What follows belongs to an exercise in optimizing a design on an open flow for small area, a short achievable clock period and few clock cycles per item; a production flow would make more cautious choices. Function was checked by simulation only, so behaviour that the tests miss may differ from the original. Power and IR drop assume default switching activity.

Design shader_cache_entry_validator_unit, start of the top module:
module shader_cache_entry_validator_unit (
   input  logic        clock,
   input  logic        reset,
   input  logic        req_tvalid,
   output logic        req_tready,
   input  logic [15:0] req_tdata,   
   input  logic        req_tlast,   
   output logic        rsp_tvalid,
   input  logic        rsp_tready,
   output logic [39:0] rsp_tdata,   
   input  logic        csr_valid,
   output logic        csr_ready,
   input  logic [1:0]  csr_index,
   input  logic [31:0] csr_data
);
Size: ~2900 cells after synthesis, roughly 430 flip-flops, roughly 99 I/O pins, about 29000 sq um of cells after synthesis.
clock: 10.0 ns
lec_check: 0
cap_margin: 20
core_margin: 2
core_utilization: 40
cts_buf_list: sky130_fd_sc_hd__clkbuf_8
cts_cluster_diameter: 50
cts_cluster_size: 15
setup_slack_margin: 5
slew_margin: 20
run.sh (not shown) runs the stock make flow with config.mk's settings and CLKGATE_MAP_FILE= SYNTH_SCRIPT=/design/flow/synth_recipe.tcl, a recipe that flattens the netlist after the stock synthesis.
Testbench counts at the start, summed over its fixed seeds: cycles 74,921, bytes 74,896.
Edit:
==> flow/flow/run.sh (new file) <==
#!/bin/bash
# Own layout flow: the standard flow (standard.sh, standard synthesis unchanged) with
# smaller port buffers and a clock tree without dummy loads, set through ORFS's environment
# variables. The flow's full output goes to flow_orfs.log in this folder.
set -euo pipefail
cd "$(dirname "$0")/.."
export BUFFER_PORTS_ARGS="-buffer_cell sky130_fd_sc_hd__buf_1"
export CTS_ARGS="-sink_clustering_enable -repair_clock_nets -dont_use_dummy_load -sink_clustering_size 15 -sink_clustering_max_diameter 50 -buf_list {sky130_fd_sc_hd__clkbuf_4 sky130_fd_sc_hd__clkbuf_8}"
bash standard.sh > flow_orfs.log 2>&1
==> flow/standard.sh (new file) <==
#!/bin/bash
# synth_recipe.tcl (not shown) runs the flow's synth.tcl, then flattens the netlist and writes it again
# the make line also repeats each setting of config.mk as NAME=value (left out here)
make -C /OpenROAD-flow-scripts/flow DESIGN_CONFIG=/design/flow/config.mk WORK_HOME=/design/flow/orfs CLKGATE_MAP_FILE= SYNTH_SCRIPT=/design/flow/synth_recipe.tcl "${@:-finish}"
CORE_UTILIZATION = 65   (was 40)
CTS_BUF_LIST = not set   (was sky130_fd_sc_hd__clkbuf_8)
CTS_CLUSTER_DIAMETER = not set   (was 50)
CTS_CLUSTER_SIZE = not set   (was 15)
PLACE_DENSITY = 0.8   (was not set)
removed: flow/run.sh
Synthesized cell count does not change. Wire length fell by 5.3%. Sequential power stays flat. Utilization is higher by 25 points. Final area came out lower by about 5.4%.
Edit:
==> flow/flow/run.sh (replaced) <==
#!/bin/bash
# Own layout flow: the standard flow (standard.sh, standard synthesis unchanged) with
# different port buffers, clock tree and timing-repair settings passed to ORFS through
# its environment variables. Each run's full output goes to a log file in this folder.
set -euo pipefail
cd "$(dirname "$0")/.."
# Port buffers: the smallest plain buffer instead of the default choice.
export BUFFER_PORTS_ARGS="-buffer_cell sky130_fd_sc_hd__buf_1"
# Clock tree: smaller clock buffers, no dummy loads.
export CTS_ARGS="-sink_clustering_enable -repair_clock_nets -dont_use_dummy_load -buf_list {sky130_fd_sc_hd__clkbuf_4 sky130_fd_sc_hd__clkbuf_8}"
# Timing repair aims past the clock period's slack, as SETUP_SLACK_MARGIN does.
export SETUP_SLACK_MARGIN=6
bash standard.sh > flow_orfs.log 2>&1
CORE_UTILIZATION = 40   (was 65)
PLACE_DENSITY = not set   (was 0.8)
SETUP_SLACK_MARGIN = not set   (was 5)
Result:
- die area grows by 61%
- first-iteration DRC count shrinks by 16%
- maximum frequency climbs by 6.4%
- sequential share of layout area drops by 3.5 points
- clock-buffer cell count increases by 30
- setup slack improves by 300 ps
- global-route usage drops by 12 points
- via count climbs by 0.79%
- cell area rises by 12%
- wire length rises by 8.7%
- total power is higher by 22%
Edit:
==> flow/flow/run.sh (replaced) <==
#!/bin/bash
# Own layout flow: the standard flow (standard.sh, standard synthesis unchanged) with
# smaller port buffers and a clock tree without dummy loads, set through ORFS's environment
# variables. The flow's full output goes to flow_orfs.log in this folder.
set -euo pipefail
cd "$(dirname "$0")/.."
export BUFFER_PORTS_ARGS="-buffer_cell sky130_fd_sc_hd__buf_1"
export CTS_ARGS="-sink_clustering_enable -repair_clock_nets -dont_use_dummy_load -sink_clustering_size 15 -sink_clustering_max_diameter 50 -buf_list {sky130_fd_sc_hd__clkbuf_4 sky130_fd_sc_hd__clkbuf_8}"
export SETUP_SLACK_MARGIN=5.5
bash standard.sh > flow_orfs.log 2>&1
ABC_AREA = 1   (was not set)
CORE_UTILIZATION = 30   (was 40)
What happened:
- count of clock-buffer cells in the layout falls by 21
- critical path depth increases by 1
- routed wire length fell by 1.8%
- via count rose by 6.0%
- worst setup slack improves by 310 ps
- final area shrinks by 3.9%
- combinational power falls by 29%
- maximum frequency goes up by 7.1%
Edit:
CORE_UTILIZATION = 40   (was 30)
=> Routed wire length shrinks by 2.5%. Via count shrinks by 1.2%. First-iteration DRC count decreases by 9.9%.

## what the ideal ports hide
The flow's constraints put no driver on any port. The routed layouts listed below were extracted and timed again, unchanged, in two steps.
Step 1 (the two cells are an assumption about what drives the block):
set clk [get_ports {clock}]
set_driving_cell -lib_cell sky130_fd_sc_hd__clkbuf_16 $clk
set_driving_cell -lib_cell sky130_fd_sc_hd__buf_2 [delete_from_list [all_inputs] $clk]
Step 2, shift: input delay + t, output delay - t, t = (earliest + latest rising clock arrival at the registers) / 2. This alone moves slack from input paths to output paths.
a / b / c = no drivers / after step 1 / after step 2; a / b = the first two.
run | t (ns) | setup WS [ns] | worst setup path at the end | worst register clock-pin slew, ns | worst data-port slew with drivers (ns)
the first run | 0.762 | 5.134 / 5.134 / 5.134 | register to register | 0.10 / 0.10 | 0.10
the second run | 0.699 | 5.022 / 5.022 / 5.022 | register to register | 0.10 / 0.10 | 0.04
the third run | 0.707 | 5.321 / 5.321 / 5.321 | register to register | 0.06 / 0.06 | 0.08
the fourth run | 0.743 | 5.632 / 5.632 / 5.497 | input to register | 0.10 / 0.10 | 0.04
the fifth run | 0.720 | 5.664 / 5.664 / 5.483 | input to register | 0.10 / 0.10 | 0.06
After both steps setup and hold are still met in every run listed. For the fifth run, which loses most, drivers alone change the setup slack by 0.000 ns; drivers and shift together by -0.181 ns.
